Background: an optimization exercise with open tools, aiming at small area. Do not read the settings as production practice. In this exercise RTL edits were held to simulation tests only and were not proved equivalent to the original. No driver is modelled on the clock port, so clock power and skew are understated where the tree is cut down; a real chip needs a root buffer or a tree.

## red
// calc_top
module calc_top #(
    parameter int CLKS_PER_BIT    = 16,
    parameter int DEBOUNCE_CYCLES = 8
) (
    input  logic             clk,
    input  logic             rstn,
    input  logic             rxd,
    input  logic             key,
    output logic             txd,
    output calc_pkg::ascii_t digit_tens,
    output calc_pkg::ascii_t digit_units
);
Size: about 76 flip-flops, roughly 3900 um^2 of cells after synthesis.
==> module uart_rx, before the edit <==
module uart_rx (
    input  logic             clk,
    input  logic             rstn,
    input  logic             rxd,
    output logic             rx_valid,
    output calc_pkg::ascii_t rx_data
);
    logic [1:0]       rxd_sync;
    logic             rxd_s;
    logic [7:0]       k;
    logic             idle;
    logic             bit_end;
    calc_pkg::ascii_t shift_q;
    assign rxd_s    = rxd_sync[1];
    assign idle     = (k[7:4] == 4'h1);
    assign bit_end  = (k[3:0] == 4'hf);
    assign rx_valid = idle & k[0];
    assign rx_data  = shift_q;
    always_ff @(posedge clk or negedge rstn) begin
        if (!rstn) begin
            rxd_sync <= 2'b11;   
            k        <= 8'h10;
        end else begin
            rxd_sync <= {rxd_sync[0], rxd};
            if (idle)
                k <= rxd_s ? 8'h10 : 8'h78;
            else if (k == 8'h7f && rxd_s)
                k <= 8'h10;                  
            else if (k == 8'h0f)
                k <= {7'h08, rxd_s};         
            else
                k <= k + 8'd1;
        end
    end
    always_ff @(posedge clk) begin
        if (k[7] && bit_end)
            shift_q <= {rxd_s, shift_q[7:1]};   
    end
endmodule
==> module uart_tx, before the edit <==
module uart_tx (
    input  logic       clk,
    input  logic       rstn,
    input  logic       press,
    input  logic [3:0] sh_t,
    input  logic [3:0] sh_u,
    input  logic       sh_nb,
    output logic       txd
);
    logic       sec;     
    logic [7:0] k;
    logic [3:0] cap_t;
    logic [3:0] cap_u;
    logic       cap_nb;
    logic       wait_q;   
    logic       jump;
    logic [3:0] cur;
    logic       dbit;
    assign wait_q = sec && (k[7:4] == 4'h1) && k[1];
    assign jump   = (wait_q && k[0]) || (!sec && k == 8'h0f);
    always_ff @(posedge clk or negedge rstn) begin
        if (!rstn) begin
            sec <= 1'b1;
            k   <= 8'h12;
        end else if (jump) begin
            sec <= ~sec;
            k   <= 8'h6f;
        end else if (!(wait_q && !press)) begin
            k <= k + 8'd1;
        end
    end
    always_ff @(posedge clk) begin
        if (wait_q) begin
            cap_t  <= sh_t;
            cap_u  <= sh_u;
            cap_nb <= sh_nb;
        end
    end
    assign cur = sec ? cap_u : cap_t;
    always_comb begin
        case (k[6:4])
            3'd0, 3'd1, 3'd2, 3'd3: dbit = cur[k[5:4]];
            3'd4, 3'd5:             dbit = sec ? cap_nb : 1'b1;
            default:                dbit = 1'b0;
        endcase
    end
    assign txd = k[7] ? dbit : (k[6:4] != 3'd7);
endmodule
export LEC_CHECK = 0
export ABC_AREA = 1
export CAP_MARGIN = 20
export CORE_MARGIN = 2
export CORE_UTILIZATION = 70
export PLACE_DENSITY = 0.9
export SLEW_MARGIN = 20
create_clock -name core_clock -period 40.0 [get_ports {clk}]
standard.sh (not shown) runs the stock make flow with config.mk's settings and CLKGATE_MAP_FILE= SYNTH_SCRIPT=/design/flow/synth_recipe.tcl, a recipe that flattens the netlist after the stock synthesis.
==> flow/flow/run.sh <==
#!/bin/bash
# The standard flow's layout, with: synthesis logic mapped by an area-oriented abc script
# (area.abc) and no adder extraction (same flip-flops), unit-size port
# buffers, and a small clock tree built by cts_hook.tcl instead of an H-tree.
set -eo pipefail
F=$(pwd)/flow
bash standard.sh finish \
  "SYNTH_SCRIPT=$F/synth.tcl" \
  "ADDER_MAP_FILE=" \
  "BUFFER_PORTS_ARGS=-buffer_cell sky130_fd_sc_hd__buf_1" \
  "PRE_CTS_TCL=$F/cts_hook.tcl" \
  > standard_run.log 2>&1
Other scripts of this flow, unchanged in this note and not shown: flow/flow/abc_0.script, flow/flow/abc_1.script, flow/flow/abc_2.script, flow/flow/abc_3.script, flow/flow/abc_4.script, flow/flow/abc_5.script, flow/flow/abc_6.script, flow/flow/abc_7.script, flow/flow/abc_8.script, flow/flow/cts_hook.tcl, flow/flow/synth.tcl
> inputs changed (red -> blue)
--- a/flow/design.v
+++ b/flow/design.v
@@ -25,21 +25,31 @@
     assign rx_valid = idle & k[0];
     assign rx_data  = shift_q;
+    logic [7:0] k_next;
+    logic [4:0] k_r;     
+    logic [2:0] k_m;     
+    assign k = {k_r[4:1], k_m, k_r[0]};
+    always_comb begin
+        if (idle)
+            k_next = rxd_s ? 8'h10 : 8'h78;
+        else if (k == 8'h7f && rxd_s)
+            k_next = 8'h10;                  
+        else if (k == 8'h0f)
+            k_next = {7'h08, rxd_s};         
+        else
+            k_next = k + 8'd1;
+    end
     always_ff @(posedge clk or negedge rstn) begin
         if (!rstn) begin
             rxd_sync <= 2'b11;   
-            k        <= 8'h10;
+            k_r      <= 5'b00010;
         end else begin
             rxd_sync <= {rxd_sync[0], rxd};
-            if (idle)
-                k <= rxd_s ? 8'h10 : 8'h78;
-            else if (k == 8'h7f && rxd_s)
-                k <= 8'h10;                  
-            else if (k == 8'h0f)
-                k <= {7'h08, rxd_s};         
-            else
-                k <= k + 8'd1;
+            k_r      <= {k_next[7:4], k_next[0]};
         end
     end
     always_ff @(posedge clk) begin
+        k_m <= k_next[3:1];
+    end
+    always_ff @(posedge clk) begin
         if (k[7] && bit_end)
             shift_q <= {rxd_s, shift_q[7:1]};   
@@ -66,16 +76,32 @@
     assign wait_q = sec && (k[7:4] == 4'h1) && k[1];
     assign jump   = (wait_q && k[0]) || (!sec && k == 8'h0f);
+    logic [7:0] k_next;
+    logic       sec_next;
+    logic [5:0] k_r;     
+    logic [1:0] k_m;     
+    assign k = {k_r[5:2], k_m, k_r[1:0]};
+    always_comb begin
+        sec_next = sec;
+        k_next   = k;
+        if (jump) begin
+            sec_next = ~sec;
+            k_next   = 8'h6f;
+        end else if (!(wait_q && !press)) begin
+            k_next = k + 8'd1;
+        end
+    end
     always_ff @(posedge clk or negedge rstn) begin
         if (!rstn) begin
             sec <= 1'b1;
-            k   <= 8'h12;
-        end else if (jump) begin
-            sec <= ~sec;
-            k   <= 8'h6f;
-        end else if (!(wait_q && !press)) begin
-            k <= k + 8'd1;
+            k_r <= 6'b0001_10;
+        end else begin
+            sec <= sec_next;
+            k_r <= {k_next[7:4], k_next[1:0]};
         end
     end
     always_ff @(posedge clk) begin
+        k_m <= k_next[3:2];
+    end
+    always_ff @(posedge clk) begin
         if (wait_q) begin
             cap_t  <= sh_t;
## What came out
- The flow did not stop early for blue: all stages ran, and the layout cleared the timing, DRC and antenna checks.
- Synthesized cell count in blue vs red: up 5
- Delta (blue minus red): multi-input logic portion of the cell area -0.34 points; layout-stage area growth over the synthesis result flat; wire length of the first global-routing pass fell about 6%; post-route non-filler standard cell count has increased.
In every run of this note, the design's own scripts or RTL, not TritonCTS, make the clock network.

[port drivers added, routing unchanged]
Ports are ideal in the flow. The routed layouts listed here were re-timed in OpenROAD. Step 1 sets driving cells, clkbuf_16 on the clock port and buf_2 on the other inputs (assumed; they add their load-dependent delay and slew). Step 2 adds t to the input delays and takes it off the output delays; t is the mean of the earliest and latest rising clock arrival at the registers after step 1. Input paths then give back, and output paths get back, about the clock's delay inside the block. Slacks: no drivers / after step 1 / after step 2; pairs: no drivers / after step 1.
run	shift t [ns]	setup WS [ns]	worst hold slack (ns)
red	0.420	29.951 / 29.924 / 30.345	0.347 / 0.347 / 0.347
blue	0.416	30.040 / 30.011 / 30.427	0.354 / 0.354 / 0.354
After both steps setup and hold are still met in every run listed.
